Source: an optimization exercise on an open RTL-to-GDS flow (aim: small area, a short achievable clock period and few clock cycles per item). Production flows keep margins and buffers that such runs may drop.
Function was checked by simulation only, so behaviour that the tests miss may differ from the original.
No driver is modelled on the clock port, so clocking that relies on it looks cheaper here than on a real chip.
Power is estimated from default activity; no workload was simulated.

### design.v
package axil_pkg;
    localparam logic [1:0] RESP_OKAY   = 2'b00;
    localparam logic [1:0] RESP_SLVERR = 2'b10;
    typedef enum logic [1:0] {
        ST_IDLE   = 2'd0,
        ST_GOT_AW = 2'd1,
        ST_GOT_W  = 2'd2,
        ST_RESP   = 2'd3
    } wr_state_e;
endpackage
module axil_regfile_be
#(
    parameter int unsigned          DATA_W   = 32,
    parameter int unsigned          NUM_REGS = 64,
    localparam int unsigned         IDX_W    = $clog2(NUM_REGS),
    localparam int unsigned         STRB_W   = DATA_W / 8
) (
    input  logic                aclk,
    input  logic                aresetn,
    input  logic                we,
    input  logic [IDX_W-1:0]    widx,
    input  logic [DATA_W-1:0]   wdata,
    input  logic [STRB_W-1:0]   wstrb,
    input  logic [IDX_W-1:0]    ridx,
    output logic [DATA_W-1:0]   rdata
);
    logic [NUM_REGS-1:0]        vld;
    logic [NUM_REGS*DATA_W-1:0] words;
    logic [DATA_W-1:0]          wd_z;
    logic [NUM_REGS-1:0]        rsel;
    always_comb begin
        for (int b = 0; b < STRB_W; b++) begin
            wd_z[b*8 +: 8] = wstrb[b] ? wdata[b*8 +: 8] : 8'h00;
        end
    end
    logic [NUM_REGS-1:0]        wsel;
    logic [NUM_REGS*STRB_W-1:0] ben;
    axil_wr_en #(
        .NUM_REGS (NUM_REGS),
        .STRB_W   (STRB_W)
    ) u_wr_en (
        .we    (we),
        .widx  (widx),
        .wstrb (wstrb),
        .vld   (vld),
        .wsel  (wsel),
        .ben   (ben)
    );
    for (genvar i = 0; i < NUM_REGS; i++) begin : g_reg
        logic [DATA_W-1:0]      q;
        always_ff @(posedge aclk or negedge aresetn) begin
            if (!aresetn) vld[i] <= 1'b0;
            else if (wsel[i]) vld[i] <= 1'b1;
        end
        for (genvar b = 0; b < STRB_W; b++) begin : g_byte
            always_ff @(posedge aclk) begin
                if (ben[i*STRB_W + b]) q[b*8 +: 8] <= wd_z[b*8 +: 8];
            end
        end
        assign words[i*DATA_W +: DATA_W] = q;
    end
    axil_rd_dec #(
        .NUM_REGS (NUM_REGS)
    ) u_rd_dec (
        .ridx (ridx),
        .vld  (vld),
        .rsel (rsel)
    );
    axil_rd_mux #(
        .DATA_W   (DATA_W),
        .NUM_REGS (NUM_REGS)
    ) u_rd_mux (
        .rsel  (rsel),
        .words (words),
        .rdata (rdata)
    );
endmodule
module axil_rd_dec
#(
    parameter int unsigned          NUM_REGS = 64,
    localparam int unsigned         IDX_W    = $clog2(NUM_REGS)
) (
    input  logic [IDX_W-1:0]    ridx,
    input  logic [NUM_REGS-1:0] vld,
    output logic [NUM_REGS-1:0] rsel
);
    always_comb begin
        for (int i = 0; i < NUM_REGS; i++) rsel[i] = vld[i] && (ridx == IDX_W'(i));
    end
endmodule
module axil_rd_mux
#(
    parameter int unsigned          DATA_W   = 32,
    parameter int unsigned          NUM_REGS = 64,
    parameter int unsigned          GRP      = 8,
    localparam int unsigned         NGRP     = NUM_REGS / GRP
) (
    input  logic [NUM_REGS-1:0]         rsel,
    input  logic [NUM_REGS*DATA_W-1:0]  words,
    output logic [DATA_W-1:0]           rdata
);
    logic [NGRP*DATA_W-1:0] grp_or;
    for (genvar g = 0; g < NGRP; g++) begin : g_grp
        axil_rd_grp #(
            .DATA_W (DATA_W),
            .GRP    (GRP)
        ) u_grp (
            .rsel  (rsel[g*GRP +: GRP]),
            .words (words[g*GRP*DATA_W +: GRP*DATA_W]),
            .o     (grp_or[g*DATA_W +: DATA_W])
        );
    end
    logic [NGRP/2*DATA_W-1:0] pair_n;
    for (genvar g = 0; g < NGRP / 2; g++) begin : g_pair
        axil_rd_nor2 #(
            .DATA_W (DATA_W)
        ) u_nor2 (
            .a (grp_or[(2*g)*DATA_W +: DATA_W]),
            .b (grp_or[(2*g+1)*DATA_W +: DATA_W]),
            .y (pair_n[g*DATA_W +: DATA_W])
        );
    end
    always_comb begin
        rdata = '1;
        for (int g = 0; g < NGRP / 2; g++) rdata = rdata & pair_n[g*DATA_W +: DATA_W];
        rdata = ~rdata;
    end
endmodule
module axil_rd_grp
#(
    parameter int unsigned          DATA_W   = 32,
    parameter int unsigned          GRP      = 8
) (
    input  logic [GRP-1:0]              rsel,
    input  logic [GRP*DATA_W-1:0]       words,
    output logic [DATA_W-1:0]           o
);
    always_comb begin
        o = '0;
        for (int i = 0; i < GRP; i++) o = o | (words[i*DATA_W +: DATA_W] & {DATA_W{rsel[i]}});
    end
endmodule
module axil_rd_nor2
#(
    parameter int unsigned          DATA_W   = 32
) (
    input  logic [DATA_W-1:0]           a,
    input  logic [DATA_W-1:0]           b,
    output logic [DATA_W-1:0]           y
);
    assign y = ~(a | b);
endmodule
module axil_wr_en
#(
    parameter int unsigned          NUM_REGS = 64,
    parameter int unsigned          STRB_W   = 4,
    localparam int unsigned         IDX_W    = $clog2(NUM_REGS)
) (
    input  logic                        we,
    input  logic [IDX_W-1:0]            widx,
    input  logic [STRB_W-1:0]           wstrb,
    input  logic [NUM_REGS-1:0]         vld,
    output logic [NUM_REGS-1:0]         wsel,
    output logic [NUM_REGS*STRB_W-1:0]  ben
);
    logic [NUM_REGS-1:0] wsel_n;
    axil_wr_dec #(
        .NUM_REGS (NUM_REGS)
    ) u_wr_dec (
        .we     (we),
        .widx   (widx),
        .wsel_n (wsel_n)
    );
    axil_wr_ben #(
        .NUM_REGS (NUM_REGS),
        .STRB_W   (STRB_W)
    ) u_wr_ben (
        .wsel_n (wsel_n),
        .wstrb  (wstrb),
        .vld    (vld),
        .ben    (ben)
    );
    assign wsel = ~wsel_n;
endmodule
module axil_wr_dec
#(
    parameter int unsigned          NUM_REGS = 64,
    localparam int unsigned         IDX_W    = $clog2(NUM_REGS)
) (
    input  logic                        we,
    input  logic [IDX_W-1:0]            widx,
    output logic [NUM_REGS-1:0]         wsel_n
);
    always_comb begin
        for (int i = 0; i < NUM_REGS; i++) wsel_n[i] = !(we && (widx == IDX_W'(i)));
    end
endmodule
module axil_wr_ben
#(
    parameter int unsigned          NUM_REGS = 64,
    parameter int unsigned          STRB_W   = 4
) (
    input  logic [NUM_REGS-1:0]         wsel_n,
    input  logic [STRB_W-1:0]           wstrb,
    input  logic [NUM_REGS-1:0]         vld,
    output logic [NUM_REGS*STRB_W-1:0]  ben
);
    always_comb begin
        for (int i = 0; i < NUM_REGS; i++) begin
            for (int b = 0; b < STRB_W; b++) begin
                ben[i*STRB_W + b] = !(wsel_n[i] || (!wstrb[b] && vld[i]));
            end
        end
    end
endmodule
module axil_write_slave_strb
#(
    parameter int unsigned          DATA_W   = 32,
    parameter int unsigned          ADDR_W   = 32,
    parameter int unsigned          NUM_REGS = 64,
    localparam int unsigned         IDX_W    = $clog2(NUM_REGS),
    localparam int unsigned         STRB_W   = DATA_W / 8
) (
    input  logic                aclk,
    input  logic                aresetn,
    input  logic                awvalid,
    input  logic [ADDR_W-1:0]   awaddr,
    output logic                awready,
    input  logic                wvalid,
    input  logic [DATA_W-1:0]   wdata,
    input  logic [STRB_W-1:0]   wstrb,
    output logic                wready,
    output logic                bvalid,
    output logic [1:0]          bresp,
    input  logic                bready,
    input  logic [IDX_W-1:0]    rd_idx,
    output logic [DATA_W-1:0]   rd_data,
    output logic                wr_pulse,
    output logic [IDX_W-1:0]    wr_idx
);
    localparam int unsigned LSB = $clog2(STRB_W);
    logic                   commit;
    logic                   in_range;
    logic                   reg_we;
    logic                   bresp_err;
    assign commit   = awvalid && wvalid && (!bvalid || bready);
    assign awready  = commit;
    assign wready   = commit;
    assign in_range = (awaddr >> (LSB + IDX_W)) == '0;
    assign reg_we   = commit && in_range;
    assign bresp    = {bresp_err, 1'b0};
    always_ff @(posedge aclk or negedge aresetn) begin
        if (!aresetn) begin
            bvalid   <= 1'b0;
            wr_pulse <= 1'b0;
        end else begin
            if (commit) bvalid <= 1'b1;
            else if (bready) bvalid <= 1'b0;
            wr_pulse <= reg_we && (wstrb != '0);
        end
    end
    always_ff @(posedge aclk) begin
        if (commit) bresp_err <= !in_range;
        wr_idx <= awaddr[LSB +: IDX_W];
    end
    axil_regfile_be #(
        .DATA_W   (DATA_W),
        .NUM_REGS (NUM_REGS)
    ) u_regs (
        .aclk    (aclk),
        .aresetn (aresetn),
        .we      (reg_we),
        .widx    (awaddr[LSB +: IDX_W]),
        .wdata   (wdata),
        .wstrb   (wstrb),
        .ridx    (rd_idx),
        .rdata   (rd_data)
    );
endmodule
### flow/run.sh
#!/bin/bash
# The standard layout with two changes: the port buffers are buf_4 instead of the flow's
# default choice (a delay buffer), and after clock tree synthesis a second round of setup
# repair runs (flow/post_cts.tcl, through ORFS's POST_CTS_TCL hook). Everything else is
# the standard flow with config.mk's settings. make's output goes to make_finish.log; each
# ORFS step keeps its own log under orfs/logs/.
set -euo pipefail
bash standard.sh \
    "BUFFER_PORTS_ARGS=-buffer_cell sky130_fd_sc_hd__buf_4" \
    "POST_CTS_TCL=$PWD/flow/post_cts.tcl" \
    finish > make_finish.log 2>&1
### flow/post_cts.tcl
# Extra setup repair after CTS: a second round of repair_timing, which finds moves
# the first round (run by cts.tcl) stops short of.
log_cmd estimate_parasitics -placement
log_cmd repair_timing -setup -setup_margin 3.2 -repair_tns 100 -verbose
log_cmd repair_timing -setup -setup_margin 3.2 -repair_tns 100 -sequence "sizeup,swap,buffer,clone,split" -verbose
set result [catch { detailed_placement } msg]
if { $result != 0 } {
  error "Detailed placement failed after the extra repair: $msg"
}
check_placement -verbose
log_cmd estimate_parasitics -placement
report_worst_slack -max
### standard.sh
#!/bin/bash
# synth_recipe.tcl (not shown) runs the flow's synth.tcl, then flattens the netlist and writes it again
# the make line also repeats each setting of config.mk as NAME=value (left out here)
make -C /OpenROAD-flow-scripts/flow DESIGN_CONFIG=/design/flow/config.mk WORK_HOME=/design/flow/orfs CLKGATE_MAP_FILE= SYNTH_SCRIPT=/design/flow/synth_recipe.tcl "${@:-finish}"
### config.mk
export PLATFORM = sky130hd
export DESIGN_NAME = axil_write_slave_strb
export DESIGN_NICKNAME = axil_write_slave_strb
export VERILOG_FILES = /design/flow/design.v
export SDC_FILE = /design/flow/constraint.sdc
export NUM_CORES = 4
export LEC_CHECK = 0
export CAP_MARGIN = 20
export CORE_MARGIN = 2
export CORE_UTILIZATION = 55
export CTS_BUF_LIST = sky130_fd_sc_hd__clkbuf_8
export CTS_CLUSTER_DIAMETER = 60
export CTS_CLUSTER_SIZE = 16
export SETUP_SLACK_MARGIN = 2.0
export SLEW_MARGIN = 20
export SYNTH_HIERARCHICAL = 1
export SYNTH_MINIMUM_KEEP_SIZE = 0
### constraint.sdc
create_clock -name core_clock -period 8.0 [get_ports {aclk}]
set_input_delay 1.6000 -clock core_clock [delete_from_list [all_inputs] [get_ports {aclk}]]
set_output_delay 1.6000 -clock core_clock [all_outputs]
set_load 0.01 [all_outputs]
==> results.json, run 1 <==
{
  "die-area_um2": 146000,
  "area_delta_synth_final_pct": 11.2,
  "pre_cts_slack_ns": 1.74,
  "initial_utilization_pct": 55.4,
  "place.detailed.hpwl_mm": 132,
  "power_density_nw_per_um2": 204,
  "ir_drop_v": 0.000142,
  "critPathLaunchType": "input port",
  "synth_edf_count": 2049,
  "gp_congestion": 1.05,
  "finClkSkew_ns": 0.0268,
  "num_vias": 42100,
  "finalHoldViolations": 0,
  "numPortBuffers": 119,
  "async_flop_share_pct": 3.11,
  "syn_nets": 4484,
  "status": "complete, no violations",
  "rsz0062_at_grt": "no",
  "drive_above_1_share_pct": 18.9,
  "worstSetupPathType": "input port to output port",
  "grt_first_pass_wirelength_mm": 281,
  "die_w_um": 381,
  "synth_ff_type": "edfxtp_1",
  "whs_endpoint": "bvalid$_DFFE_PN0P_",
  "cp_cell_sequence": "buf_12 -> nor2b_4 -> buf_8 -> and3_4 -> buf_8 -> a22oi_1 -> nand4_1 -> nor2_4 -> nand4_1 -> buf_4",
  "rrSetupSlack_ns": 4.45,
  "layout_common_cells": "edfxtp_1 (2049), a22oi_1 (897), nand4_1 (289)",
  "fin_cells": 6674,
  "final_nets": 4776,
  "netlist_instances": 4405,
  "fmax_ghz": 0.187,
  "post_drt_wl_per_cell_um": 29.3,
  "dr.first_iter.drc_count": 3929,
  "r2r-start": "bvalid$_DFFE_PN0P_",
  "insertion_delay_ns": 0.89,
  "end_kind": "output port",
  "setup_viol": 0,
  "die_h_um": 381,
  "cap_viol_max_count": 0,
  "cts_tree": "done",
  "layout_setup_ws_ns": 2.66,
  "worst-path-buf-inv": 4,
  "clock-sinks": 2121,
  "fin_setup_tns_ns": 0,
  "synth.distinct_cells": 33,
  "synth_area_um2": 78400,
  "period_needed_ns": 5.34,
  "grt_max_degree": 65,
  "ys_warn_count": 13,
  "hold_depth": 2,
  "dp_cells": 6325,
  "routed_wl_mm": 196,
  "vias_per_cell": 6.31,
  "place_area_um2": 81100,
  "drv_slew": 0,
  "grt_pass1_vias": 42100,
  "io_pins": 123,
  "clkTransAtPathRegs_ns": 0.09,
  "layout_commonest_cell": "edfxtp_1",
  "antenna_found_initial": 5,
  "drtAntennaViolNets": 0,
  "slowest_stage": "nand4_1",
  "hp-class": "flip-flop to flip-flop",
  "cp-startpoint": "rd_idx[4]",
  "cp_max_fo": 7,
  "grt.total_usage_pct": 26.6,
  "worst_r2r_path_depth": 6,
  "fp-row-count": 138,
  "cpLargestDelayFamily": "simple AND/OR/NAND/NOR gates",
  "synth_seq_cells": 2121,
  "drtPass1Iterations": 6,
  "relSlewSlack_pct": 19.3,
  "period_share_pct": 66.8,
  "coreArea_um2": 141000,
  "yosysSeqAreaShare_pct": 80.8,
  "final_core_util_pct": 61.6,
  "critical_path.max_stage_delay_ns": 0.32,
  "grt_overflow": 0,
  "syn_avg_cell_area_um2": 17.8,
  "drc": 0,
  "leakage_nw": 28.7,
  "final_area_um2": 87100,
  "min_from": "bvalid$_DFFE_PN0P_",
  "arrival_ns": 3.74,
  "worst_pin_slew_ns": 1.21,
  "required_ns": 6.40,
  "reg2reg_to": "u_regs.g_reg[26].q[4]$_DFFE_PP_"
}
==> cell families after synthesis <==
| kind of cell | after synthesis | synth area share (%) |
|---|---|---|
| flip-flops | 2121 | 80.8 |
| AO/OA/AOI/OAI | 1280 | 11.4 |
| AND/OR/NAND/NOR | 696 | 5.29 |
| buffers and inverters | 307 | 2.49 |
| other | 1 | 0.00478 |
==> where the power goes <==
group,switching (mW),leakage (nW),internal (mW),total [mW]
Clock,3.35,1.53,1.98,5.33
Combinational,0.256,7.15,0.0688,0.325
Sequential,0.00112,20.0,12.2,12.2
Total,3.61,28.7,14.2,17.8
==> area by class of cell <==
| class | count | area (um^2) |
|---|---|---|
| sequential | 2121 | 63300 |
| antenna | 3 | 7.51 |
| inverter | 69 | 259 |
| clock inverter | 79 | 438 |
| fill | 10300 | 54300 |
| tap | 1890 | 2360 |
| timing repair buffer | 368 | 3730 |
| clock buffer | 164 | 2260 |
| multi-input combinational | 1980 | 14800 |
==> worst max-delay path by stage <==
stage	cells past startpoint	end	slack [ns]
2_1_floorplan	8	rd_data[10]	3.56
3_3_place_gp	9	rd_data[21]	1.79
3_5_place_dp	9	rd_data[21]	1.74
5_1_grt	10	rd_data[17]	2.61
6_report	10	rd_data[19]	2.66
==> flip-flops by register name, indices dropped and copies added, names as in the netlist <==
| name | flops |
|---|---|
| u_regs.g.q | 2048 |
| u_regs.vld | 64 |
| wr_idx | 6 |
| bresp_err | 1 |
| bvalid | 1 |
| wr_pulse | 1 |
==> worst register-to-register path: cells and delay by family (launching register included) <==
kind / cells / cell delay [ns]
flip-flops: 1 / 0.39
AO/OA/AOI/OAI: 1 / 0.99
AND/OR/NAND/NOR: 5 / 1.77
==> synth_stat cells (all sizes together) (10+ instances only) <==
cell type  count  area (um^2)
edfxtp      2049        61500
a22oi       1024         7690
nand4        289         1810
a21oi        256         1280
buf          233         1670
nor2         129          484
inv           69          259
nand2         67          251
dfrtp         66         1650
and3          65          407
or2           65          407
and2          33          206
and4bb        12          150
nor4          10          124
==> per-stage QoR <==
stage | hold slack [ns] | power (mW)
after floorplan | 0.514 | 12.6
after global placement | 0.492 | 12.7
after detailed placement | 0.500 | 12.7
after global routing | 0.477 | 18.3
final | 0.522 | 17.8
==> layer usage <==
| metal | share of wire [%] | wire, um | up-vias | global-route usage, % |
|---|---|---|---|---|
| met2 | 51 | 99200 | 1342 | 45.5 |
| li1 | - | - | 18700 | - |
| met5 | 0.097 | 189 | - | 0 |
| met1 | 40 | 78400 | 21700 | 34.8 |
| met3 | 6.5 | 12800 | 264 | 5.34 |
| met4 | 2.5 | 4940 | 7 | 7.55 |
Testbench counts, summed over its fixed seeds: cycles 3,208, items 3,200.
==> run 2: changes to the inputs <==
==> flow/run.sh (replaced) <==
#!/bin/bash
# The standard layout with two changes: the port buffers are buf_1 (the flow sizes up the ones on critical paths) instead of the flow's
# default choice (a delay buffer), and after clock tree synthesis a second round of setup
# repair runs (flow/post_cts.tcl, through ORFS's POST_CTS_TCL hook). Everything else is
# the standard flow with config.mk's settings. make's output goes to make_finish.log; each
# ORFS step keeps its own log under orfs/logs/.
set -euo pipefail
bash standard.sh \
    "BUFFER_PORTS_ARGS=-buffer_cell sky130_fd_sc_hd__buf_1" \
    "POST_CTS_TCL=$PWD/flow/post_cts.tcl" \
    finish > make_finish.log 2>&1
==> run 2 against run 1 <==
Still clean. Critical path depth increased by 1. Setup slack worse by 0.10 ns. Combinational power is 8.3% lower. Maximum frequency decreased by 1.8%. Utilization fell by 1.5 points. Die area is the same. Via count decreased by 2.1%. Global-route usage shrank 1.1 points. Clock skew fell by 0.0014 ns. Flip-flop and latch count did not move. Critical path type unchanged.
==> results.json, run 2 <==
{
  "place.detailed.hpwl_mm": 132,
  "area_delta_synth_final_pct": 8.46,
  "pre_cts_slack_ns": 1.29,
  "worst-path-buf-inv": 5,
  "worstSetupPathType": "input port to output port",
  "final_core_util_pct": 60.1,
  "insertion_delay_ns": 0.89,
  "syn_avg_cell_area_um2": 17.8,
  "required_ns": 6.40,
  "die_w_um": 381,
  "synth.distinct_cells": 33,
  "grt_pass1_vias": 40600,
  "finClkSkew_ns": 0.0255,
  "drtPass1Iterations": 5,
  "muxShareOfSynthArea_pct": 0,
  "largest_reg_flops": 2048,
  "clock-sinks": 2121,
  "cap_viol_max_count": 0,
  "cts_tree": "done",
  "grt_max_degree": 65,
  "yosysSeqAreaShare_pct": 80.8,
  "grt_first_pass_wirelength_mm": 272,
  "synth_ff_type": "edfxtp_1",
  "multi_input_area_um2": 14200,
  "vias_per_cell": 6.25,
  "antenna_found_initial": 8,
  "synth_top_family_by_area": "compound AO/OA/AOI/OAI gates",
  "netlist_instances": 4405,
  "ir_drop_v": 0.000184,
  "worst_pin_slew_ns": 1.18,
  "async_flop_share_pct": 3.11,
  "ys_top_cells_by_area": "edfxtp_1 (79%), a22oi_1 (9.8%), nand4_1 (2.3%)",
  "die_h_um": 381,
  "fmax_ghz": 0.184,
  "die-area_um2": 146000,
  "synth_xor_area_share_pct": 0,
  "gp_congestion": 1.00,
  "grt_overflow": 0,
  "drc": 0,
  "critPathLaunchType": "input port",
  "power_density_nw_per_um2": 208,
  "finalHoldViolations": 0,
  "clkTransAtPathRegs_ns": 0.09,
  "layout_setup_ws_ns": 2.55,
  "grt.total_usage_pct": 25.5,
  "status": "complete, no violations",
  "yosysTopAreaCell": "edfxtp_1",
  "arrival_ns": 3.85,
  "synth_fa_ha_area_share_pct": 0,
  "power.total_mw": 17.7,
  "layout_commonest_cell": "edfxtp_1",
  "syn_nets": 4484,
  "period_share_pct": 68.1,
  "top_regs": "u_regs.g.q x2048, u_regs.vld x64, wr_idx x6",
  "relSlewSlack_pct": 21.2,
  "setup_viol": 0,
  "drtAntennaViolNets": 0,
  "yosys.area_share.simple_pct": 5.29,
  "synth_compound_area_share_pct": 11.4,
  "post_drt_wl_per_cell_um": 28.4,
  "numPortBuffers": 119,
  "regMostFlops": "u_regs.g.q",
  "critical_path.max_stage_delay_ns": 0.34,
  "period_needed_ns": 5.45,
  "end_kind": "output port",
  "cpLargestDelayFamily": "simple AND/OR/NAND/NOR gates",
  "n_fill_cell": 10600,
  "drive_above_1_share_pct": 13.7,
  "regArea_um2": 63300,
  "initial_utilization_pct": 55.4,
  "io_pins": 123,
  "num_vias": 41200,
  "ys_warn_count": 13,
  "hp-class": "flip-flop to flip-flop",
  "synth_area_um2": 78400,
  "synthTopCellsByCount": "edfxtp_1 (2049), a22oi_1 (1024), nand4_1 (289), a21oi_1 (256), buf_2 (147)",
  "drv_slew": 0,
  "fp-row-count": 138,
  "synth_edf_count": 2049,
  "routed_wl_mm": 187,
  "coreArea_um2": 141000,
  "final_nets": 4704,
  "dr.first_iter.drc_count": 3739,
  "synth_most_common_cell": "edfxtp_1",
  "leakage_nw": 27.6,
  "rsz0062_at_grt": "no",
  "slowest_stage": "nand4_1",
  "cp_max_fo": 18,
  "fin_setup_tns_ns": 0,
  "synth_seq_cells": 2121,
  "cp_cell_sequence": "buf_1 -> buf_6 -> nor2b_4 -> buf_12 -> and3_4 -> buf_12 -> a22oi_1 -> nand4_1 -> nor2_4 -> nand4_1 -> buf_2",
  "synth_top_cell_area_share_pct": 78.5,
  "layout_common_cells": "edfxtp_1 (2049), a22oi_1 (990), nand4_1 (289)"
}
## run 2: cell counts after synthesis
Identical to the previous run, type by type.
## run 2: through the flow
step / std cells / hold slack, ns / instance area [um^2]
3_3_place_gp: 6301 / 0.495 / 80500
3_5_place_dp: 6304 / 0.499 / 80500
2_1_floorplan: 4405 / 0.514 / 78400
6_report: 6595 / 0.518 / 85000
5_1_grt: 6592 / 0.567 / 85000
## run 2: area by class of cell
cell class / count / area share (%)
Antenna cell: 4 / 0.0118
Multi-Input combinational cell: 1980 / 16.7
Clock buffer: 168 / 2.72
Sequential cell: 2121 / 74.5
Timing Repair Buffer: 296 / 2.61
Inverter: 69 / 0.306
Clock inverter: 67 / 0.389
Tap cell: 1890 / 2.78
## run 2: path summary, 6_finish.rpt
path | to | slack (ns) | cells past startpoint | startpoint
hold / removal | bvalid$_DFFE_PN0P_ | 0.52 | 2 | bvalid$_DFFE_PN0P_
setup reg to reg | u_regs.g_reg[24].q[23]$_DFFE_PP_ | 4.40 | 6 | bvalid$_DFFE_PN0P_
hold reg to reg | bvalid$_DFFE_PN0P_ | 0.52 | 2 | bvalid$_DFFE_PN0P_
max in group asynchronous | u_regs.vld[21]$_DFFE_PN0P_ | 6.33 | 2 | aresetn
setup / recovery | rd_data[18] | 2.55 | 11 | rd_idx[4]
min in group asynchronous | u_regs.vld[49]$_DFFE_PN0P_ | 0.62 | 1 | aresetn
## run 2: cell families after synthesis
kind of cell           Yosys count
flip-flops                    2121
AO/OA/AOI/OAI                 1280
AND/OR/NAND/NOR                696
buffers and inverters          307
other                            1
## run 2: worst min-delay path, delay by kind of cell, from the launching register on
kind	cells	cell delay [ns]
AND/OR/NAND/NOR	2	0.13
flip-flops	1	0.36
## run 2: per-layer routing
layer	GRT usage, %	vias up	routed length [um]
met4	5.73	4	3570
met3	5.24	202	11700
li1	-	18600	-
met1	34.3	21200	77300
met2	43.2	1206	94400
met5	0	-	27
## run 2: power breakdown
group | switching (mW) | total [mW] | internal, mW
clock network | 3.32 | 5.26 | 1.94
registers | 0.000687 | 12.2 | 12.2
logic | 0.252 | 0.298 | 0.0462
total | 3.57 | 17.7 | 14.1
==> run 3: changes to the inputs <==
--- a/config.mk
+++ b/config.mk
@@ -7,7 +7,7 @@
 export LEC_CHECK = 0
 export CAP_MARGIN = 20
 export CORE_MARGIN = 2
-export CORE_UTILIZATION = 55
+export CORE_UTILIZATION = 60
 export CTS_BUF_LIST = sky130_fd_sc_hd__clkbuf_8
 export CTS_CLUSTER_DIAMETER = 60
 export CTS_CLUSTER_SIZE = 16
==> run 3 against run 2 <==
Routed wire length increased by 1.8%. Maximum frequency increased by 1.9%. Die area decreased by 8.2%. First-iteration DRC count increased by 13%. Final cell count decreased by 1.7%. Synthesized cell count unchanged. Sequential share of layout area decreased by 0.94 points. Critical path depth unchanged. Flip-flop and latch count unchanged. Total power increased by 0.93%. Critical path type unchanged. Critical endpoint is now rd_data[11]. Largest power group unchanged.
==> results.json, run 3 <==
{
  "status": "complete, no violations",
  "layout_setup_ws_ns": 2.66,
  "ys_warn_count": 13,
  "syn_avg_cell_area_um2": 17.8,
  "yosysTopAreaCell": "edfxtp_1",
  "min_from": "bvalid$_DFFE_PN0P_",
  "layout_commonest_cell": "edfxtp_1",
  "required_ns": 6.40,
  "final_core_util_pct": 66.4,
  "period_share_pct": 66.8,
  "area_delta_synth_final_pct": 9.85,
  "met2_length_mm": 97.2,
  "regMostFlops": "u_regs.g.q",
  "drive_above_1_share_pct": 15.8,
  "grt_pass1_vias": 41400,
  "die-area_um2": 134000,
  "setup_viol": 0,
  "clkTransAtPathRegs_ns": 0.09,
  "route.met3.wl_mm": 11.1,
  "top_regs": "u_regs.g.q x2048, u_regs.vld x64, wr_idx x6",
  "grt.total_usage_pct": 28.6,
  "period_needed_ns": 5.34,
  "rsz0062_at_grt": "no",
  "synth.distinct_cells": 33,
  "end_kind": "output port",
  "r2r-start": "bvalid$_DFFE_PN0P_",
  "cp-startpoint": "rd_idx[1]",
  "power_density_nw_per_um2": 208,
  "post_drt_wl_per_cell_um": 29.4,
  "place.detailed.hpwl_mm": 130,
  "antenna_found_initial": 7,
  "final_nets": 4748,
  "place_area_um2": 80400,
  "critPathLaunchType": "input port",
  "fp-row-count": 132,
  "coreArea_um2": 130000,
  "worst_pin_slew_ns": 1.21,
  "netlist_instances": 4405,
  "dr.first_iter.drc_count": 4219,
  "grt_first_pass_wirelength_mm": 274,
  "io_pins": 123,
  "power.total_mw": 17.9,
  "internal_power_mw": 14.3,
  "fmax_ghz": 0.187,
  "worst_r2r_path_depth": 6,
  "finClkSkew_ns": 0.0259,
  "largest_reg_flops": 2048,
  "p_clk_share_pct": 30.3,
  "synth_most_common_cell": "edfxtp_1",
  "clock-sinks": 2121,
  "initial_utilization_pct": 60.5,
  "drtPass1Iterations": 8,
  "finalHoldViolations": 0,
  "async_flop_share_pct": 3.11,
  "synth_edf_count": 2049,
  "pre_cts_slack_ns": 1.31,
  "yosysSeqAreaShare_pct": 80.8,
  "hold_depth": 2,
  "routed_wl_mm": 190,
  "die_h_um": 365,
  "synth_seq_cells": 2121,
  "synth_area_um2": 78400,
  "relSlewSlack_pct": 19.3,
  "final_area_um2": 86100,
  "layout_common_cells": "edfxtp_1 (2049), a22oi_1 (936), nand4_1 (289)",
  "syn_nets": 4484,
  "highest-signal-layer": "met4",
  "gp_congestion": 1.00,
  "synth_ff_type": "edfxtp_1",
  "fin_setup_tns_ns": 0,
  "cap_viol_max_count": 0,
  "insertion_delay_ns": 0.92,
  "cp_max_fo": 8,
  "grt_max_degree": 65,
  "combPwrFrac_pct": 1.7,
  "drv_slew": 0,
  "synthTopCellsByCount": "edfxtp_1 (2049), a22oi_1 (1024), nand4_1 (289), a21oi_1 (256), buf_2 (147)",
  "num_vias": 41600,
  "drtAntennaViolNets": 0,
  "p_sw_mw": 3.57,
  "wl_met1_mm": 77.6,
  "ys_top_cells_by_area": "edfxtp_1 (79%), a22oi_1 (9.8%), nand4_1 (2.3%)",
  "switching_share_pct": 20.0,
  "ir_drop_v": 0.000183,
  "leakage_nw": 28.1,
  "seqPwrFrac_pct": 68.0,
  "worstSetupPathType": "input port to output port",
  "synth_top_cell_area_share_pct": 78.5,
  "hp-class": "flip-flop to flip-flop",
  "vias_per_cell": 6.41,
  "numPortBuffers": 119,
  "cts_tree": "done",
  "arrival_ns": 3.74,
  "drc": 0,
  "die_w_um": 365,
  "grt_overflow": 0
}
[run 3: through the flow]
| step | hold WS [ns] | cells |
|---|---|---|
| global route | 0.490 | 6482 |
| detailed placement | 0.497 | 6157 |
| global placement | 0.484 | 6150 |
| floorplan | 0.514 | 4405 |
| finish | 0.518 | 6486 |
[run 3: final timing paths]
kind | to | slack [ns]
max in group asynchronous | u_regs.vld[27]$_DFFE_PN0P_ | 6.35
worst min register to register | bvalid$_DFFE_PN0P_ | 0.52
worst max register to register | u_regs.g_reg[24].q[23]$_DFFE_PP_ | 4.39
min in group asynchronous | u_regs.vld[48]$_DFFE_PN0P_ | 0.53
worst max-delay path | rd_data[11] | 2.66
worst min-delay path | bvalid$_DFFE_PN0P_ | 0.52
[run 3: layout make-up]
cell class	count	area, um^2
Clock buffer	168	2310
Timing Repair Buffer	337	3040
Inverter	69	262
Clock inverter	61	437
Antenna cell	5	12.5
Sequential cell	2121	63300
Fill cell	8863	43600
Multi-Input combinational cell	1983	14500
Tap cell	1742	2180
[run 3: worst max-delay path, cell delays in order]
cell and delay (ns):
buf_12 0.12, nor4b_4 0.13, buf_6 0.15, buf_6 0.13
and3_4 0.21, buf_12 0.16, a22oi_2 0.14, nand4_1 0.23
nor2_4 0.27, nand4_1 0.32, buf_2 0.26
[run 3: power groups by stage]
stage	Sequential, mW	Combinational, mW	Clock [mW]
final	12.2	0.307	5.41
after global placement	12.4	0.252	0
after detailed placement	12.4	0.267	0
after floorplan	12.4	0.136	0
after global routing	12.2	0.330	5.90
[run 3: logic make-up (layout without fill, tap and decap cells)]
logic type,Yosys count,in the layout,share of synthesized area [%]
simple gates,696,702,5.29
buf+inv,307,635,2.49
other cells,1,6,0.00478
compound gates,1280,1280,11.4
flops,2121,2121,80.8
[run 3: per-layer routing]
layer	vias to the layer above	global-route usage [%]
met2	1248	48.8
li1	18700	-
met5	-	0
met4	0	7.64
met1	21400	38.2
met3	246	5.21
==> run 4: changes to the inputs <==
--- a/config.mk
+++ b/config.mk
@@ -7,11 +7,11 @@
 export LEC_CHECK = 0
 export CAP_MARGIN = 20
 export CORE_MARGIN = 2
-export CORE_UTILIZATION = 60
+export CORE_UTILIZATION = 55
 export CTS_BUF_LIST = sky130_fd_sc_hd__clkbuf_8
 export CTS_CLUSTER_DIAMETER = 60
 export CTS_CLUSTER_SIZE = 16
-export SETUP_SLACK_MARGIN = 2.0
+export SETUP_SLACK_MARGIN = 2.5
 export SLEW_MARGIN = 20
 export SYNTH_HIERARCHICAL = 1
 export SYNTH_MINIMUM_KEEP_SIZE = 0
==> run 4 against run 3 <==
Sequential power about the same. Setup slack got worse by 0.015 ns. Die area increased by 9.0%. Synthesized cell count unchanged. Clock power decreased by 3%. Register-to-register slack about the same. Final area increased by 0.51%. Total power decreased by 0.81%. Via count about the same. First-iteration DRC count decreased by 9.1%. Critical path type unchanged. Largest cell class unchanged. Highest routed layer is now met5.
==> results.json, run 4 <==
{
  "critical_path.max_stage_delay_ns": 0.35,
  "p_sw_mw": 3.58,
  "worst_r2r_path_depth": 6,
  "cpLargestDelayFamily": "simple AND/OR/NAND/NOR gates",
  "grt.total_usage_pct": 26.2,
  "grt_first_pass_wirelength_mm": 278,
  "synth_ff_type": "edfxtp_1",
  "met2_length_mm": 97.2,
  "largest_reg_flops": 2048,
  "cp_common_cell": "nand4_1",
  "cp_max_fo": 16,
  "die_w_um": 381,
  "netlist_instances": 4405,
  "syn_nets": 4484,
  "cp_cell_sequence": "buf_12 -> and4bb_4 -> and3_4 -> buf_8 -> a22oi_1 -> nand4_1 -> nor2_4 -> nand4_1 -> buf_1",
  "wl_met1_mm": 77.2,
  "power.total_mw": 17.7,
  "worst-path-buf-inv": 3,
  "grt_pass1_vias": 41100,
  "hp-class": "flip-flop to flip-flop",
  "io_pins": 123,
  "hold_depth": 2,
  "rrSetupSlack_ns": 4.38,
  "final_nets": 4762,
  "whs_endpoint": "bvalid$_DFFE_PN0P_",
  "synth_top_cell_area_share_pct": 78.5,
  "synth.distinct_cells": 33,
  "async_flop_share_pct": 3.11,
  "multi_input_area_um2": 14700,
  "vias_per_cell": 6.25,
  "switching_share_pct": 20.2,
  "finClkSkew_ns": 0.0305,
  "ys_warn_count": 13,
  "num_vias": 41600,
  "area_delta_synth_final_pct": 10.4,
  "ir_drop_v": 0.000178,
  "worstSetupPathType": "input port to output port",
  "layout_commonest_cell": "edfxtp_1",
  "grt_overflow": 0,
  "drtAntennaViolNets": 0,
  "insertion_delay_ns": 0.90,
  "drc": 0,
  "drive_above_1_share_pct": 16.6,
  "r2r-start": "bvalid$_DFFE_PN0P_",
  "synth_most_common_cell": "edfxtp_1",
  "route.met3.wl_mm": 13.0,
  "status": "complete, no violations",
  "gp_congestion": 1.00,
  "internal_power_mw": 14.2,
  "regMostFlops": "u_regs.g.q",
  "regArea_um2": 63300,
  "critPathLaunchType": "input port",
  "yosysTopAreaCell": "edfxtp_1",
  "synth_area_um2": 78400,
  "routed_wl_mm": 192,
  "ys_top_cells_by_area": "edfxtp_1 (79%), a22oi_1 (9.8%), nand4_1 (2.3%)",
  "min_from": "bvalid$_DFFE_PN0P_",
  "setup_viol": 0,
  "top_regs": "u_regs.g.q x2048, u_regs.vld x64, wr_idx x6",
  "leakage_nw": 28.1,
  "cts_tree": "done",
  "fin_cells": 6654,
  "antenna_found_initial": 9,
  "clkTransAtPathRegs_ns": 0.09,
  "drtPass1Iterations": 6,
  "power_density_nw_per_um2": 205,
  "die-area_um2": 146000,
  "syn_avg_cell_area_um2": 17.8,
  "drv_slew": 0,
  "clock-sinks": 2121,
  "seqPwrFrac_pct": 68.6,
  "combPwrFrac_pct": 1.8,
  "place.detailed.hpwl_mm": 132,
  "cap_viol_max_count": 0,
  "required_ns": 6.40,
  "dp_cells": 6304,
  "grt_max_degree": 65,
  "slowest_stage": "nand4_1",
  "reg2reg_to": "u_regs.g_reg[24].q[23]$_DFFE_PP_",
  "arrival_ns": 3.76,
  "p_clk_share_pct": 29.7,
  "coreArea_um2": 141000,
  "n_fill_cell": 10400,
  "synth_seq_cells": 2121,
  "end_kind": "output port",
  "finalHoldViolations": 0,
  "synthTopCellsByCount": "edfxtp_1 (2049), a22oi_1 (1024), nand4_1 (289), a21oi_1 (256), buf_2 (147)",
  "fp-row-count": 138,
  "synth_edf_count": 2049,
  "numPortBuffers": 119,
  "highest-signal-layer": "met5",
  "rsz0062_at_grt": "no",
  "fmax_ghz": 0.187,
  "layout_common_cells": "edfxtp_1 (2049), a22oi_1 (926), nand4_1 (289)",
  "period_share_pct": 67.0,
  "initial_utilization_pct": 55.4,
  "worst_pin_slew_ns": 1.19,
  "post_drt_wl_per_cell_um": 28.8,
  "die_h_um": 381,
  "relSlewSlack_pct": 20.8,
  "dr.first_iter.drc_count": 3833,
  "yosysSeqAreaShare_pct": 80.8,
  "fin_setup_tns_ns": 0,
  "period_needed_ns": 5.36
}
==> run 4: changes by cell type in the layout (fill, tap and decap cells not counted), moves of 8 or more <==
cell	previous run	this run
buf_12	37	50
a22oi_1	936	926
a22oi_2	88	98
and3_4	53	63
and3_1	13	4
a21oi_1	238	230
a21oi_2	18	26
==> run 4: worst min-delay path: stages (launching register included) <==
cell and delay [ns]:
dfrtp_1 0.36, nand2b_1 0.08, nand2_1 0.06
==> run 4: cell type report <==
type                       count  share of cell area, %
tap                         1890                   2.73
timing repair buffer         346                   3.74
multi-input combinational   1988                   17.0
antenna                        5                 0.0145
inverter                      69                  0.301
sequential                  2121                   73.2
clock inverter                67                  0.382
clock buffer                 168                   2.67
==> run 4: cells by family (layout without fill, tap and decap cells) <==
logic type	Yosys count	count (layout)	synth area share (%)
DFF	2121	2121	80.8
AOI/OAI and AO/OA	1280	1280	11.4
and+or+nand+nor	696	707	5.29
buffers and inverters	307	650	2.49
other	1	6	0.00478
==> run 4: worst max path at each step <==
stage              start     endpoint  slack, ns  depth (start not counted)
2_1_floorplan  rd_idx[5]  rd_data[10]       3.56                          8
3_3_place_gp   rd_idx[0]  rd_data[18]       1.34                          9
3_5_place_dp   rd_idx[1]  rd_data[23]       1.29                          9
5_1_grt        rd_idx[4]  rd_data[15]       2.59                         10
6_report       rd_idx[3]  rd_data[11]       2.64                          9
==> run 4: per-stage QoR <==
stage	hold slack, ns	instance area [um^2]	worst slack (ns)	utilization [%]
after floorplan	0.514	78400	3.56	-
after global placement	0.495	80500	1.34	56.9
after detailed placement	0.499	80500	1.29	57.0
after global routing	0.567	86500	2.59	61.2
final	0.520	86500	2.64	61.2
==> run 4: routing by layer <==
layer | up-vias | GRT usage (%)
li1 | 18700 | -
met1 | 21400 | 34.6
met2 | 1295 | 44.5
met3 | 239 | 5.78
met4 | 10 | 6.00
met5 | - | 1.22
==> run 4: power by group through the flow <==
stage	Sequential [mW]	Combinational (mW)	Clock, mW
after floorplan	12.4	0.136	0
after global placement	12.4	0.255	0
after detailed placement	12.4	0.272	0
after global routing	12.2	0.337	5.78
final	12.2	0.313	5.26
==> run 5: changes to the inputs <==
==> flow/post_cts.tcl (replaced) <==
# Runs after clock tree synthesis (ORFS's POST_CTS_TCL hook, before 4_1_cts.odb is written).
# 1. A second round of setup repair, which finds moves the first round (run by cts.tcl)
#    stops short of.
# 2. Area recovery: combinational cells (not buffers or inverters) are down-sized where
#    every path through them keeps a slack of at least the design's worst slack plus
#    0.1 ns, the worst slack does not drop, and the cell's output slew stays small.
log_cmd estimate_parasitics -placement
log_cmd repair_timing -setup -setup_margin 3.2 -repair_tns 100 -verbose
log_cmd repair_timing -setup -setup_margin 3.2 -repair_tns 100 -sequence "sizeup,swap,buffer,clone,split" -verbose
log_cmd estimate_parasitics -placement
report_worst_slack -max
report_design_area

proc ds_family {master} {
  if {![regexp {^(.*)_([0-9]+)$} $master -> base sz]} { return {} }
  set out {}
  foreach lc [get_lib_cells -quiet */${base}_*] {
    set n [get_name $lc]
    if {[regexp "^${base}_(\[0-9\]+)\$" $n -> s]} { lappend out [list $s $lc] }
  }
  return [lsort -integer -index 0 $out]
}
proc ds_cell_slack {c} {
  set worst 1.0
  foreach p [get_pins -of_objects $c] {
    set s [get_property $p slack_max]
    if {$s != "INF" && $s ne "" && $s < $worst} { set worst $s }
  }
  return $worst
}
proc ds_out_slew {c} {
  set w 0.0
  foreach p [get_pins -of_objects $c] {
    if {[get_property $p direction] != "output"} { continue }
    set s [get_property $p slew_max]
    if {$s > $w} { set w $s }
  }
  return $w
}
proc downsize {guard} {
  set wns0 [sta::worst_slack_cmd max]
  set n 0
  foreach c [get_cells *] {
    if {[catch {set lc [lindex [get_lib_cells -of_objects $c] 0]; set m [get_name $lc]}]} { continue }
    if {[regexp {df|dl|buf|inv|tap|fill|decap|diode|conb} $m]} { continue }
    if {![regexp {_([0-9]+)$} $m -> cur]} { continue }
    if {$cur <= 1} { continue }
    if {[ds_cell_slack $c] < $wns0 + $guard} { continue }
    set sl0 [ds_out_slew $c]
    foreach alt [ds_family $m] {
      lassign $alt s alc
      if {$s >= $cur} { break }
      replace_cell $c $alc
      estimate_parasitics -placement
      if {[sta::worst_slack_cmd max] >= $wns0 && [ds_cell_slack $c] >= $wns0 + $guard && [ds_out_slew $c] <= max(0.4, $sl0)} {
        incr n
        break
      }
      replace_cell $c $lc
    }
  }
  estimate_parasitics -placement
  puts "downsize: $n cells down-sized"
}
downsize 0.1
report_worst_slack -max
report_design_area

set result [catch { detailed_placement } msg]
if { $result != 0 } {
  error "Detailed placement failed after the extra repair: $msg"
}
check_placement -verbose
log_cmd estimate_parasitics -placement
report_worst_slack -max
--- a/config.mk
+++ b/config.mk
@@ -7,11 +7,11 @@
 export LEC_CHECK = 0
 export CAP_MARGIN = 20
 export CORE_MARGIN = 2
-export CORE_UTILIZATION = 55
+export CORE_UTILIZATION = 60
 export CTS_BUF_LIST = sky130_fd_sc_hd__clkbuf_8
 export CTS_CLUSTER_DIAMETER = 60
 export CTS_CLUSTER_SIZE = 16
-export SETUP_SLACK_MARGIN = 2.5
+export SETUP_SLACK_MARGIN = 2.0
 export SLEW_MARGIN = 20
 export SYNTH_HIERARCHICAL = 1
 export SYNTH_MINIMUM_KEEP_SIZE = 0
==> run 5 against run 4 <==
Critical path depth is 3 higher. Combinational power is 3% lower. Register-to-register slack better by 0.06 ns. Non-clock buffer count is 9 lower. Highest routed layer unchanged.
==> results.json, run 5 <==
{
  "status": "complete, no violations",
  "drv_slew": 0,
  "io_pins": 123,
  "layout_commonest_cell": "edfxtp_1",
  "numPortBuffers": 119,
  "critical_path.max_stage_delay_ns": 0.41,
  "grt_pass1_vias": 41300,
  "leakage_nw": 28.0,
  "worst_r2r_path_depth": 6,
  "drive_above_1_share_pct": 13.0,
  "regMostFlops": "u_regs.g.q",
  "period_share_pct": 67.1,
  "dr.first_iter.drc_count": 4343,
  "ys_warn_count": 13,
  "synth_area_um2": 78400,
  "top_regs": "u_regs.g.q x2048, u_regs.vld x64, wr_idx x6",
  "cp-startpoint": "rd_idx[1]",
  "ir_drop_v": 0.000184,
  "yosysTopAreaCell": "edfxtp_1",
  "r2r-start": "bvalid$_DFFE_PN0P_",
  "yosysSeqAreaShare_pct": 80.8,
  "cp_cell_sequence": "buf_12 -> nor4b_4 -> buf_6 -> buf_6 -> and3_4 -> buf_12 -> buf_6 -> a22oi_1 -> nand4_1 -> nor2_1 -> nand4_1 -> clkbuf_2",
  "drtAntennaViolNets": 0,
  "critPathLaunchType": "input port",
  "syn_avg_cell_area_um2": 17.8,
  "synth_top_cell_area_share_pct": 78.5,
  "power_density_nw_per_um2": 209,
  "setup_viol": 0,
  "area_delta_synth_final_pct": 8.85,
  "arrival_ns": 3.77,
  "multi_input_area_um2": 13800,
  "insertion_delay_ns": 0.92,
  "finClkSkew_ns": 0.0277,
  "place_area_um2": 80400,
  "drc": 0,
  "vias_per_cell": 6.43,
  "initial_utilization_pct": 60.5,
  "hold_depth": 2,
  "cp_common_cell": "buf_6",
  "die_w_um": 365,
  "async_flop_share_pct": 3.11,
  "worst_pin_slew_ns": 1.21,
  "relSlewSlack_pct": 19.2,
  "required_ns": 6.40,
  "synth.distinct_cells": 33,
  "place.detailed.hpwl_mm": 130,
  "period_needed_ns": 5.37,
  "num_vias": 41700,
  "grt_max_degree": 65,
  "grt_overflow": 0,
  "end_kind": "output port",
  "largest_reg_flops": 2048,
  "min_from": "bvalid$_DFFE_PN0P_",
  "fmax_ghz": 0.186,
  "worstSetupPathType": "input port to output port",
  "cap_viol_max_count": 0,
  "power.total_mw": 17.9,
  "die-area_um2": 134000,
  "layout_common_cells": "edfxtp_1 (2049), a22oi_1 (1012), nand4_1 (289)",
  "final_area_um2": 85300,
  "synth_most_common_cell": "edfxtp_1",
  "netlist_instances": 4405,
  "fp-row-count": 132,
  "clock-sinks": 2121,
  "drtPass1Iterations": 7,
  "grt.total_usage_pct": 28.5,
  "clkTransAtPathRegs_ns": 0.09,
  "fin_setup_tns_ns": 0,
  "hp-class": "flip-flop to flip-flop",
  "gp_congestion": 1.00,
  "syn_nets": 4484,
  "synthTopCellsByCount": "edfxtp_1 (2049), a22oi_1 (1024), nand4_1 (289), a21oi_1 (256), buf_2 (147)",
  "ys_top_cells_by_area": "edfxtp_1 (79%), a22oi_1 (9.8%), nand4_1 (2.3%)",
  "routed_wl_mm": 190,
  "n_fill_cell": 8941,
  "die_h_um": 365,
  "regArea_um2": 63300,
  "final_nets": 4748,
  "rsz0062_at_grt": "no",
  "slowest_stage": "nor2_1",
  "synth_ff_type": "edfxtp_1",
  "post_drt_wl_per_cell_um": 29.3,
  "finalHoldViolations": 0,
  "synth_seq_cells": 2121,
  "synth_edf_count": 2049,
  "cp_max_fo": 8,
  "antenna_found_initial": 10,
  "grt_first_pass_wirelength_mm": 273,
  "coreArea_um2": 130000,
  "cts_tree": "done"
}
[run 5: cell families (layout without fill, tap and decap cells)]
logic type	after synthesis	in the layout	synth area share (%)
DFF	2121	2121	80.8
other	1	5	0.00478
AOI/OAI and AO/OA	1280	1280	11.4
buffers and inverters	307	635	2.49
and+or+nand+nor	696	702	5.29
[run 5: where the power goes]
group          internal [mW]  leakage (nW)  switching, mW  total (mW)
clock                   2.10          1.51           3.31        5.41
sequential              12.2          20.0        0.00171        12.2
combinational         0.0534          6.51          0.251       0.304
[run 5: stage by stage]
stage / setup WS, ns / hold WS [ns] / cells / util (%)
after floorplan: 3.56 / 0.514 / 4405 / -
after global placement: 1.31 / 0.484 / 6150 / 61.9
after detailed placement: 1.31 / 0.497 / 6157 / 62.0
after global routing: 2.58 / 0.491 / 6482 / 65.8
final: 2.63 / 0.518 / 6485 / 65.8
[run 5: routing by layer]
metal  track usage, %  up-vias  part of all wire (%)
met1             38.1    21400                    40
li1                 -    18700                     -
met4             7.84        2                   2.4
met3             5.23      251                   6.3
met5                0        -                 0.078
met2             48.5     1306                    51
[run 5: worst paths after layout]
path	to	slack (ns)
min reg2reg	bvalid$_DFFE_PN0P_	0.52
max reg2reg	u_regs.g_reg[24].q[23]$_DFFE_PP_	4.44
min	bvalid$_DFFE_PN0P_	0.52
min in group asynchronous	u_regs.vld[48]$_DFFE_PN0P_	0.53
max	rd_data[4]	2.63
max in group asynchronous	u_regs.vld[30]$_DFFE_PN0P_	6.37
[run 5: cell type report]
| class | count | share of cell area, % |
|---|---|---|
| Multi-Input combinational cell | 1983 | 16.1 |
| Inverter | 69 | 0.307 |
| Timing Repair Buffer | 337 | 3.57 |
| Clock buffer | 168 | 2.71 |
| Sequential cell | 2121 | 74.2 |
| Tap cell | 1742 | 2.55 |
| Antenna cell | 4 | 0.0117 |
| Clock inverter | 61 | 0.512 |
[run 5: worst max-delay path, delay by kind of cell]
| kind | cells | cell delay (ns) |
|---|---|---|
| buffers and inverters | 6 | 0.83 |
| AOI/OAI and AO/OA | 1 | 0.20 |
| and+or+nand+nor | 5 | 1.11 |
==> run 6: changes to the inputs <==
--- a/flow/post_cts.tcl
+++ b/flow/post_cts.tcl
@@ -3,7 +3,7 @@
 #    stops short of.
 # 2. Area recovery: combinational cells (not buffers or inverters) are down-sized where
 #    every path through them keeps a slack of at least the design's worst slack plus
-#    0.1 ns, the worst slack does not drop, and the cell's output slew stays small.
+#    0.05 ns, the worst slack does not drop, and the cell's output slew stays small.
 log_cmd estimate_parasitics -placement
 log_cmd repair_timing -setup -setup_margin 3.2 -repair_tns 100 -verbose
 log_cmd repair_timing -setup -setup_margin 3.2 -repair_tns 100 -sequence "sizeup,swap,buffer,clone,split" -verbose
@@ -62,7 +62,7 @@
   estimate_parasitics -placement
   puts "downsize: $n cells down-sized"
 }
-downsize 0.1
+downsize 0.05
 report_worst_slack -max
 report_design_area
 
==> run 6 against run 5 <==
Critical path depth unchanged. Area after synthesis unchanged. Die area stayed put. Count of clock-buffer cells in the layout did not move. Highest routed layer unchanged.
==> results.json, run 6 <==
{
  "status": "complete, no violations",
  "synth_area_um2": 78400,
  "combPwrFrac_pct": 1.7,
  "seqPwrFrac_pct": 68.0,
  "grt_pass1_vias": 41300,
  "hold_ws_ns": 0.518,
  "ys_warn_count": 13,
  "slowest_stage": "nor2_1",
  "syn_nets": 4484,
  "netlist_instances": 4405,
  "cp_cell_sequence": "buf_12 -> nor4b_4 -> buf_6 -> buf_6 -> and3_4 -> buf_12 -> buf_6 -> a22oi_1 -> nand4_1 -> nor2_1 -> nand4_1 -> clkbuf_2",
  "muxShareOfSynthArea_pct": 0,
  "async_flop_share_pct": 3.11,
  "finClkSkew_ns": 0.0277,
  "synth.distinct_cells": 33,
  "min_from": "bvalid$_DFFE_PN0P_",
  "syn_avg_cell_area_um2": 17.8,
  "n_fill_cell": 8941,
  "num_vias": 41700,
  "clkTransAtPathRegs_ns": 0.09,
  "drv_slew": 0,
  "initial_utilization_pct": 60.5,
  "cap_viol_max_count": 0,
  "die_h_um": 365,
  "fin_setup_tns_ns": 0,
  "multi_input_area_um2": 13800,
  "yosysTopAreaCell": "edfxtp_1",
  "yosys.area_share.simple_pct": 5.29,
  "drtAntennaViolNets": 0,
  "period_needed_ns": 5.37,
  "p_sw_mw": 3.56,
  "gp_congestion": 1.00,
  "dr.first_iter.drc_count": 4343,
  "rsz0062_at_grt": "no",
  "area_delta_synth_final_pct": 8.85,
  "end_kind": "output port",
  "ir_drop_v": 0.000184,
  "arrival_ns": 3.77,
  "numPortBuffers": 119,
  "synth_seq_cells": 2121,
  "critPathLaunchType": "input port",
  "post_drt_wl_per_cell_um": 29.3,
  "r2r-start": "bvalid$_DFFE_PN0P_",
  "synth_top_cell_area_share_pct": 78.5,
  "grt.total_usage_pct": 28.5,
  "cp-startpoint": "rd_idx[1]",
  "vias_per_cell": 6.43,
  "cp_common_cell": "buf_6",
  "period_share_pct": 67.1,
  "fp-row-count": 132,
  "die_w_um": 365,
  "critical_path.max_stage_delay_ns": 0.41,
  "synth_edf_count": 2049,
  "drtPass1Iterations": 7,
  "routed_wl_mm": 190,
  "regMostFlops": "u_regs.g.q",
  "synth_xor_area_share_pct": 0,
  "coreArea_um2": 130000,
  "internal_power_mw": 14.3,
  "rrSetupSlack_ns": 4.44,
  "fmax_ghz": 0.186,
  "synth_top_family_by_area": "compound AO/OA/AOI/OAI gates",
  "layout_commonest_cell": "edfxtp_1",
  "hp-class": "flip-flop to flip-flop",
  "worst_pin_slew_ns": 1.21,
  "cts_tree": "done",
  "place.detailed.hpwl_mm": 130,
  "grt_overflow": 0,
  "power_density_nw_per_um2": 209,
  "yosysSeqAreaShare_pct": 80.8,
  "synthTopCellsByCount": "edfxtp_1 (2049), a22oi_1 (1024), nand4_1 (289), a21oi_1 (256), buf_2 (147)",
  "ys_top_cells_by_area": "edfxtp_1 (79%), a22oi_1 (9.8%), nand4_1 (2.3%)",
  "io_pins": 123,
  "antenna_found_initial": 10,
  "p_clk_share_pct": 30.3,
  "drive_above_1_share_pct": 13.0,
  "synth_compound_area_share_pct": 11.4,
  "cp_max_fo": 8,
  "insertion_delay_ns": 0.92,
  "leakage_nw": 28.0,
  "synth_most_common_cell": "edfxtp_1",
  "layout_common_cells": "edfxtp_1 (2049), a22oi_1 (1012), nand4_1 (289)",
  "clock-sinks": 2121,
  "switching_share_pct": 19.9,
  "drc": 0,
  "setup_viol": 0,
  "finalHoldViolations": 0,
  "die-area_um2": 134000,
  "top_regs": "u_regs.g.q x2048, u_regs.vld x64, wr_idx x6",
  "required_ns": 6.40,
  "worstSetupPathType": "input port to output port",
  "regArea_um2": 63300,
  "largest_reg_flops": 2048,
  "synth_ff_type": "edfxtp_1",
  "final_nets": 4748,
  "synth_fa_ha_area_share_pct": 0,
  "grt_max_degree": 65,
  "grt_first_pass_wirelength_mm": 273,
  "relSlewSlack_pct": 19.2
}
[run 6: cell counts in the layout (fill, tap and decap cells not counted)]
No cell type changed its count.
[run 6: cell families (layout without fill, tap and decap cells)]
kind of cell	after synthesis	count (layout)
buf+inv	307	635
other cells	1	5
flops	2121	2121
simple gates	696	702
compound gates	1280	1280
[run 6: layer usage]
layer	wire length, um	track usage [%]	up-vias	part of all wire [%]
met4	4540	7.84	2	2.4
li1	-	-	18700	-
met2	97000	48.5	1306	51
met5	149	0	-	0.078
met3	11900	5.23	251	6.3
met1	76700	38.1	21400	40
[run 6: power groups by stage]
stage / clock network [mW] / logic [mW] / registers [mW]
after floorplan: 0 / 0.136 / 12.4
after global placement: 0 / 0.252 / 12.4
after detailed placement: 0 / 0.267 / 12.4
after global routing: 5.90 / 0.327 / 12.2
final: 5.41 / 0.304 / 12.2
[run 6: critical path, delay by kind of cell]
| family | cells | cell delay [ns] |
|---|---|---|
| simple gates | 5 | 1.11 |
| buf+inv | 6 | 0.83 |
| compound gates | 1 | 0.20 |
[run 6: path summary, 6_finish.rpt]
check / to / depth (start not counted)
max in group asynchronous: u_regs.vld[30]$_DFFE_PN0P_ / 2
min in group asynchronous: u_regs.vld[48]$_DFFE_PN0P_ / 1
worst min-delay path: bvalid$_DFFE_PN0P_ / 2
worst max register to register: u_regs.g_reg[24].q[23]$_DFFE_PP_ / 6
worst min register to register: bvalid$_DFFE_PN0P_ / 2
worst max-delay path: rd_data[4] / 12
[run 6: stage by stage]
step | setup WS, ns | power (mW) | cell area (um^2) | util (%) | instances
3_3_place_gp | 1.31 | 12.7 | 80300 | 61.9 | 6150
3_5_place_dp | 1.31 | 12.7 | 80400 | 62.0 | 6157
5_1_grt | 2.58 | 18.4 | 85300 | 65.8 | 6482
6_report | 2.63 | 17.9 | 85300 | 65.8 | 6485
2_1_floorplan | 3.56 | 12.6 | 78400 | - | 4405
[run 6: cell type report]
type / count / share of cell area [%]
inverters: 69 / 0.307
clock inverters: 61 / 0.512
flip-flops and latches: 2121 / 74.2
multi-input cells: 1983 / 16.1
repair buffers: 337 / 3.57
well taps: 1742 / 2.55
clock buffers: 168 / 2.71
diodes: 4 / 0.0117

==> afterwards: timing with drivers on the ports <==
The flow's constraints put no driver on any port. The routed layouts listed below were extracted and timed again, unchanged, in two steps.
Step 1 sets driving cells, clkbuf_16 on the clock port and buf_2 on the other inputs (assumed; they add their load-dependent delay and slew).
Step 2 times the ports against the registers' clock, not the clock port: input delays grow and output delays shrink by t, the midpoint of the rising clock arrivals with the driver on.
Three values: ideal, step 1, step 2; two values: the first two.
run | shift t [ns] | slack for setup (ns) | worst setup path after step 2
run 1 | 0.970 | 2.655 / 2.525 / 2.525 | input to output
run 2 | 0.964 | 2.554 / 2.505 / 2.505 | input to output
run 3 | 0.984 | 2.657 / 2.521 / 2.521 | input to output
run 4 | 0.961 | 2.642 / 2.532 / 2.532 | input to output
run 5 | 0.982 | 2.631 / 2.485 / 2.485 | input to output
run 6 | 0.982 | 2.631 / 2.485 / 2.485 | input to output
After both steps every run listed still meets setup and hold.
